This design comes from an exercise in tuning for a short achievable clock period and few clock cycles per item on the open sky130 flow, not from production work.
In this exercise RTL edits were held to simulation tests only and were not proved equivalent to the original.
The clock port is modelled as an ideal driver, which makes a skipped or thinned clock tree look cheaper than it is; a real chip needs a root buffer or a tree.
Power is estimated from default activity; no workload was simulated.

## exp/xenon
==> flow/design.v (excerpt) <==
module bmem_line_adapter #(
    parameter int ADDR_W = 32,
    parameter int BEAT_W = 64,
    parameter int BEATS  = 4
) (
    input  logic                      clk,
    input  logic                      rst,
    input  logic [ADDR_W-1:0]         i_addr,
    input  logic                      i_read,
    output logic [BEAT_W*BEATS-1:0]   i_rdata,
    output logic                      i_resp,
    input  logic [ADDR_W-1:0]         d_addr,
    input  logic                      d_read,
    input  logic                      d_write,
    input  logic [BEAT_W*BEATS-1:0]   d_wdata,
    output logic [BEAT_W*BEATS-1:0]   d_rdata,
    output logic                      d_resp,
    output logic [ADDR_W-1:0]         bmem_addr,
    output logic                      bmem_read,
    output logic                      bmem_write,
    output logic [BEAT_W-1:0]         bmem_wdata,
    input  logic                      bmem_ready,
    input  logic [ADDR_W-1:0]         bmem_raddr,
    input  logic [BEAT_W-1:0]         bmem_rdata,
    input  logic                      bmem_rvalid
);
export LEC_CHECK = 0
export CAP_MARGIN = 20
export CORE_AREA = 5 5 355 355
export DIE_AREA = 0 0 360 360
export PLACE_DENSITY = 0.85
export SETUP_SLACK_MARGIN = 3.5
export SLEW_MARGIN = 20
export SYNTH_HIERARCHICAL = 1
export SYNTH_MINIMUM_KEEP_SIZE = 0
create_clock -name core_clock -period 5.0 [get_ports {clk}]
run.sh (not shown) runs the stock make flow with config.mk's settings and CLKGATE_MAP_FILE= SYNTH_SCRIPT=/design/flow/synth_recipe.tcl, a recipe that flattens the netlist after the stock synthesis.
exp/xenon finished every stage and its layout cleared the timing, design-rule and antenna checks.
Testbench counts of exp/xenon, summed over its fixed seeds: cycles 31,485, items 4,800.
For exp/willow, these inputs were changed with respect to exp/xenon:
- CTS_BUF_LIST newly set to sky130_fd_sc_hd__clkbuf_8
- PLACE_DENSITY removed (was 0.85)
==> comparison <==
exp/willow went all the way through the flow, and no timing, DRC or antenna check failed.
Register-to-register slack: exp/willow > exp/xenon
Compared with exp/xenon, in exp/willow area of all sequential standard cells shows a reduction of 0.73%; global-route usage shows a reduction of 4.2 points; power consumption shows a reduction of 400 uW; setup slack shows a reduction of 0.10 ns; headroom to the max-slew limit shows a reduction of 2.6 points.
Taking exp/xenon as the reference point, the clock-cell share of area of exp/willow rises by 0.26 points.
Modified inputs, exp/yarrow compared to exp/willow
- setting CTS_CLUSTER_SIZE to 8 for the first time
- removing CTS_BUF_LIST (formerly sky130_fd_sc_hd__clkbuf_8)
- setting CTS_CLUSTER_DIAMETER to 40 for the first time
Notes after the runs:
Compared with exp/willow, exp/yarrow shows count of clock-buffer cells in the layout that has gone up slightly. Of exp/willow and exp/yarrow, exp/willow shows the higher wire length, with exp/yarrow below it. Compared with exp/willow, the detailed router inserted fewer vias in exp/yarrow. Comparing worst hold slack across all endpoints for exp/willow and exp/yarrow, the bigger number came from exp/willow. exp/yarrow gives less wire length on met1 than exp/willow did. The flow did not stop early for exp/yarrow: all stages ran, and the layout cleared the timing, design-rule and antenna checks.
Edits applied to the flow inputs when going from exp/yarrow to exp/lagoon:
- SETUP_SLACK_MARGIN: 3.5 -> 4.5
- CTS_CLUSTER_SIZE: 8 -> unset
- CTS_CLUSTER_DIAMETER: 40 -> unset
==> notes.md <==
Comparing clock-buffer cell count for exp/yarrow and exp/lagoon, the bigger number came from exp/yarrow.
Between exp/yarrow and exp/lagoon, the number of cells after detailed placement figures differ only marginally.
Comparing exp/yarrow and exp/lagoon, the lower cell area is on exp/yarrow.
Cmp exp/lagoon vs exp/yarrow: detailed route wirelength on metal2 higher in exp/lagoon
Changes in exp/zinc relative to exp/lagoon:
- a change of SETUP_SLACK_MARGIN from 4.5 to 3.5
Results
As far as TritonCTS buffer count goes, exp/zinc and exp/lagoon are indistinguishable; the numbers are identical. Compared with exp/lagoon, exp/zinc ends up with less cell area. Compared to exp/lagoon, the router laid down less metal wire for exp/zinc. exp/zinc against exp/lagoon: share of the cycle needed by the critical path after routing dropped 1.0 points; signed area change from the synthesized netlist to the final layout dropped 10 points; share of the final layout cell area in sequential cells climbed 1.3 points. When exp/zinc is set beside exp/lagoon, its post-cts repair resize count turns out to be 346 larger. Relative to exp/lagoon, filler cell count has increased by 365 in exp/zinc. Compared with exp/lagoon, the detailed router inserted fewer vias in exp/zinc. Number of diodes: exp/zinc and exp/lagoon compared, lower one is exp/lagoon. Looking at global-route wire length before repair, exp/zinc sits about 0.65% below exp/lagoon.


bmem_line_adapter, a different RTL version from the one above (not shown whole).
Size in the first run: roughly 1800 cells after synthesis, about 390 flip-flops, roughly 1000 I/O pins, roughly 0.019 mm² of cells after synthesis.
Settings: LEC_CHECK=0, ABC_CLOCK_PERIOD_IN_PS=1500, CAP_MARGIN=20, CORE_AREA=105 105 255 255, DIE_AREA=0 0 360 360, SETUP_SLACK_MARGIN=3.5, SLEW_MARGIN=20; clock period 5.0 ns.
The first run ended with an error in global placement with GPL-0301.
Testbench counts at the start, summed over its fixed seeds: cycles 31,485, items 4,800.
Next try:
Settings changed: CORE_AREA 105 105 255 255 to 70 70 290 290.
Effect:
- Now the flow finished with antenna rules left
- area after synthesis is unchanged
- synthesized cell count stays the same
Next try:
Settings changed: CORE_AREA 70 70 290 290 to 5 5 355 355.
=> With this change the flow produced a clean layout. Total power came out higher by roughly a tenth. Cell count increases by a quarter to a third. Count of clock-buffer cells in the layout increases by 13. Utilization went down by 49 points. Non-clock buffer count went down by 21.
Next try:
Settings changed: ABC_CLOCK_PERIOD_IN_PS 1500 to 10.
Result:
- The changed run produced a clean layout
- wire length stays the same
- synthesized cell count is unchanged
- via count does not change
- cell count stays the same
- power does not change
- worst setup slack stays the same
- register-to-register slack stays flat
- core utilization is unchanged
- area after synthesis is unchanged


Another version of the RTL of bmem_line_adapter (not shown whole).
Size in the first run: about 2,300 cells after synthesis, roughly 1,000 I/O pins, ~23,000 sq um of cells after synthesis.
==> flow/config.mk <==
export PLATFORM = sky130hd
export DESIGN_NAME = bmem_line_adapter
export DESIGN_NICKNAME = bmem_line_adapter
export VERILOG_FILES = /design/flow/design.v
export SDC_FILE = /design/flow/constraint.sdc
export NUM_CORES = 4
export LEC_CHECK = 0
export CAP_MARGIN = 20
export CORE_AREA = 5 5 355 355
export DIE_AREA = 0 0 360 360
export SETUP_SLACK_MARGIN = 3.8
export SLEW_MARGIN = 20
export SYNTH_HIERARCHICAL = 1
export SYNTH_MINIMUM_KEEP_SIZE = 0
==> flow/constraint.sdc <==
create_clock -name core_clock -period 5.0 [get_ports {clk}]
set_input_delay 1.0000 -clock core_clock [delete_from_list [all_inputs] [get_ports {clk}]]
set_output_delay 1.0000 -clock core_clock [all_outputs]
set_load 0.01 [all_outputs]
standard.sh (not shown) runs the stock make flow with config.mk's settings and CLKGATE_MAP_FILE= SYNTH_SCRIPT=/design/flow/synth_recipe.tcl, a recipe that flattens the netlist after the stock synthesis.
==> flow/flow/run.sh <==
#!/bin/bash
# Standard ORFS layout, except that the clock tree is built by
# flow/clock_tree.tcl (two buffer levels) in place of TritonCTS.
set -euo pipefail
here=$(pwd)
FLOW_LEAF_MAX=16 bash standard.sh finish "PRE_CTS_TCL=$here/flow/clock_tree.tcl" > standard.log 2>&1
==> flow/flow/clock_tree.tcl <==
# Sourced by ORFS's cts.tcl before its clock tree step (PRE_CTS_TCL). It
# replaces clock_tree_synthesis with a two-level tree of clkbuf_16 cells
# built here: the clock port drives 4 root buffers, each root drives the
# leaf buffers of one quarter of the flip-flops, and each leaf buffer drives
# a compact cluster of at most LEAF_MAX flip-flops. Every flip-flop is behind
# exactly two buffers, so the tree is balanced by construction; the rest of
# cts.tcl (legalisation, timing repair) runs unchanged.

proc my_tree_split {pts max} {
  # pts: list of {x y iterm}. Cut along the longer side into
  # ceil(n / max) parts of near-equal size, by recursive cuts in proportion
  # to the number of parts on each side. Returns a list of parts.
  set n [llength $pts]
  set parts [expr {($n + $max - 1) / $max}]
  if {$parts <= 1} { return [list $pts] }
  set xs [lsort -integer [lmap p $pts {lindex $p 0}]]
  set ys [lsort -integer [lmap p $pts {lindex $p 1}]]
  set w [expr {[lindex $xs end] - [lindex $xs 0]}]
  set h [expr {[lindex $ys end] - [lindex $ys 0]}]
  set k [expr {$w >= $h ? 0 : 1}]
  set s [lsort -integer -index $k $pts]
  set p1 [expr {$parts / 2}]
  set cut [expr {($n * $p1 + $parts / 2) / $parts}]
  set m1 [expr {($cut + $p1 - 1) / $p1}]
  set m2 [expr {($n - $cut + ($parts - $p1) - 1) / ($parts - $p1)}]
  return [concat [my_tree_split [lrange $s 0 [expr {$cut - 1}]] $m1] \
                 [my_tree_split [lrange $s $cut end] $m2]]
}

proc my_tree_centroid {pts} {
  set sx 0; set sy 0
  foreach p $pts { set sx [expr {$sx + [lindex $p 0]}]; set sy [expr {$sy + [lindex $p 1]}] }
  set n [llength $pts]
  return [list [expr {$sx / $n}] [expr {$sy / $n}]]
}

proc my_tree_buffer {block master name xy} {
  set inst [odb::dbInst_create $block $master $name]
  set w [[$inst getMaster] getWidth]
  set h [[$inst getMaster] getHeight]
  $inst setLocation [expr {[lindex $xy 0] - $w / 2}] [expr {[lindex $xy 1] - $h / 2}]
  $inst setPlacementStatus PLACED
  return $inst
}

proc my_tree_net {block name} {
  set net [odb::dbNet_create $block $name]
  $net setSigType CLOCK
  return $net
}

catch {rename clock_tree_synthesis my_orig_clock_tree_synthesis}
proc clock_tree_synthesis {args} {
  set leaf_max 12
  if {[info exists ::env(FLOW_LEAF_MAX)]} { set leaf_max $::env(FLOW_LEAF_MAX) }
  set block [ord::get_db_block]
  set master [[ord::get_db] findMaster sky130_fd_sc_hd__clkbuf_16]
  set clk [$block findNet clk]
  set sinks {}
  foreach it [$clk getITerms] {
    set xy [$it getAvgXY]
    if {[lindex $xy 0] == 0} {
      set loc [[$it getInst] getLocation]
      set xy [list 1 [lindex $loc 0] [lindex $loc 1]]
    }
    lappend sinks [list [lindex $xy 1] [lindex $xy 2] $it]
  }
  puts "bench clock tree: [llength $sinks] sinks on clk"
  # four quarters of equal size, then clusters inside each
  set quarters [my_tree_split $sinks [expr {([llength $sinks] + 3) / 4}]]
  if {[llength $quarters] != 4} { error "expected 4 quarters, got [llength $quarters]" }
  set q 0
  set nleaf 0
  foreach quarter $quarters {
    set clusters [my_tree_split $quarter $leaf_max]
    set leaf_xy {}
    set rnet [my_tree_net $block "clknet_root_$q"]
    foreach cl $clusters {
      set xy [my_tree_centroid $cl]
      lappend leaf_xy $xy
      set leaf [my_tree_buffer $block $master "clkbuf_leaf_${q}_$nleaf" $xy]
      set lnet [my_tree_net $block "clknet_leaf_${q}_$nleaf"]
      foreach p $cl {
        set it [lindex $p 2]
        $it disconnect
        $it connect $lnet
      }
      [$leaf findITerm X] connect $lnet
      [$leaf findITerm A] connect $rnet
      incr nleaf
    }
    set root [my_tree_buffer $block $master "clkbuf_root_$q" [my_tree_centroid $leaf_xy]]
    [$root findITerm X] connect $rnet
    [$root findITerm A] connect $clk
    puts "bench clock tree: root $q drives [llength $clusters] leaf buffers"
    incr q
  }
  puts "bench clock tree: $nleaf leaf buffers"
  set_propagated_clock [all_clocks]
}
Testbench counts at the start, summed over its fixed seeds: cycles 31,485, items 4,800.
==> next run, changes <==
Settings changed: SETUP_SLACK_MARGIN 3.8 to 3.1.
After rerunning:
- via count went down by a few percent
- global-route usage went down by 1.5 points
- area after synthesis stays the same
- worst setup slack gains 200 ps
==> next run, changes <==
--- a/flow/flow/run.sh
+++ b/flow/flow/run.sh
@@ -6 +6 @@
-FLOW_LEAF_MAX=16 bash standard.sh finish "PRE_CTS_TCL=$here/flow/clock_tree.tcl" > standard.log 2>&1
+FLOW_ROOT_CELL=sky130_fd_sc_hd__clkinv_16 FLOW_LEAF_CELL=sky130_fd_sc_hd__clkinv_8 FLOW_LEAF_MAX=16 bash standard.sh finish "PRE_CTS_TCL=$here/flow/clock_tree.tcl" > standard.log 2>&1
--- a/flow/flow/clock_tree.tcl
+++ b/flow/flow/clock_tree.tcl
@@ -36,0 +37,7 @@
+proc my_tree_out {inst} {
+  foreach it [$inst getITerms] {
+    if {[$it isOutputSignal]} { return $it }
+  }
+  error "no output pin on [$inst getName]"
+}
+
@@ -57 +64,6 @@
-  set master [[ord::get_db] findMaster sky130_fd_sc_hd__clkbuf_16]
+  set root_cell sky130_fd_sc_hd__clkbuf_16
+  set leaf_cell sky130_fd_sc_hd__clkbuf_16
+  if {[info exists ::env(FLOW_ROOT_CELL)]} { set root_cell $::env(FLOW_ROOT_CELL) }
+  if {[info exists ::env(FLOW_LEAF_CELL)]} { set leaf_cell $::env(FLOW_LEAF_CELL) }
+  set root_master [[ord::get_db] findMaster $root_cell]
+  set leaf_master [[ord::get_db] findMaster $leaf_cell]
@@ -81 +93 @@
-      set leaf [my_tree_buffer $block $master "clkbuf_leaf_${q}_$nleaf" $xy]
+      set leaf [my_tree_buffer $block $leaf_master "clkbuf_leaf_${q}_$nleaf" $xy]
@@ -88 +100 @@
-      [$leaf findITerm X] connect $lnet
+      [my_tree_out $leaf] connect $lnet
@@ -92,2 +104,2 @@
-    set root [my_tree_buffer $block $master "clkbuf_root_$q" [my_tree_centroid $leaf_xy]]
-    [$root findITerm X] connect $rnet
+    set root [my_tree_buffer $block $root_master "clkbuf_root_$q" [my_tree_centroid $leaf_xy]]
+    [my_tree_out $root] connect $rnet
Settings changed: SETUP_SLACK_MARGIN 3.1 to 3.5.
Effect: Global-route usage goes up by 2.1 points; combinational power increases by about 4%; flip-flop and latch count does not change; cell count came out higher by 4.4%; cell area goes up by about 16%; power came out lower by about 7%; sequential share of layout area fell by 5.3 points; core utilization goes up by 4.9 points; sequential power grows by about 0.8%; area after synthesis does not change.
In every run of this note, the design's own scripts or RTL, not TritonCTS, make the clock network.

==> separate check: timing with driven ports <==
How much do the figures lean on ideal ports? The routed layouts below were timed once more, with nothing changed but the port constraints.
Step 1: set_driving_cell puts a clkbuf_16 on clk and a buf_2 on each other input, an assumption about the parent block.
Step 2 moves the port delays by t, midway between the first and last clock arrival at a register: inputs arrive t later, outputs are due t later. That takes back most of the time a late clock gives input paths.
Slacks: no drivers / after step 1 / after step 2; pairs: no drivers / after step 1.
| run | shift t [ns] | setup slack, ns | hold WS [ns] |
|---|---|---|---|
| exp/xenon | 0.754 | 2.695 / 2.626 / 2.293 | 0.436 / 0.436 / 0.436 |
| exp/willow | 0.909 | 2.591 / 2.529 / 2.246 | 0.435 / 0.435 / 0.435 |
| exp/yarrow | 0.802 | 2.710 / 2.641 / 2.353 | 0.430 / 0.430 / 0.430 |
| exp/lagoon | 0.752 | 2.662 / 2.598 / 2.208 | 0.369 / 0.391 / 0.430 |
| exp/zinc | 0.732 | 2.714 / 2.644 / 2.450 | 0.447 / 0.447 / 0.447 |
| the second run of note 2 | 0.664 | 2.594 / 2.524 / 2.090 | 0.444 / 0.444 / 0.444 |
| the third run of note 2 | 0.699 | 2.641 / 2.580 / 2.016 | 0.434 / 0.434 / 0.434 |
| the fourth run of note 2 | 0.699 | 2.641 / 2.580 / 2.016 | 0.434 / 0.434 / 0.434 |
| the first run of note 3 | 0.581 | 2.750 / 2.838 / 2.287 | 0.435 / 0.434 / 0.434 |
| the second run of note 3 | 0.576 | 2.949 / 2.842 / 2.479 | 0.418 / 0.418 / 0.418 |
| the third run of note 3 | 0.597 | 2.910 / 2.816 / 2.506 | 0.408 / 0.408 / 0.408 |
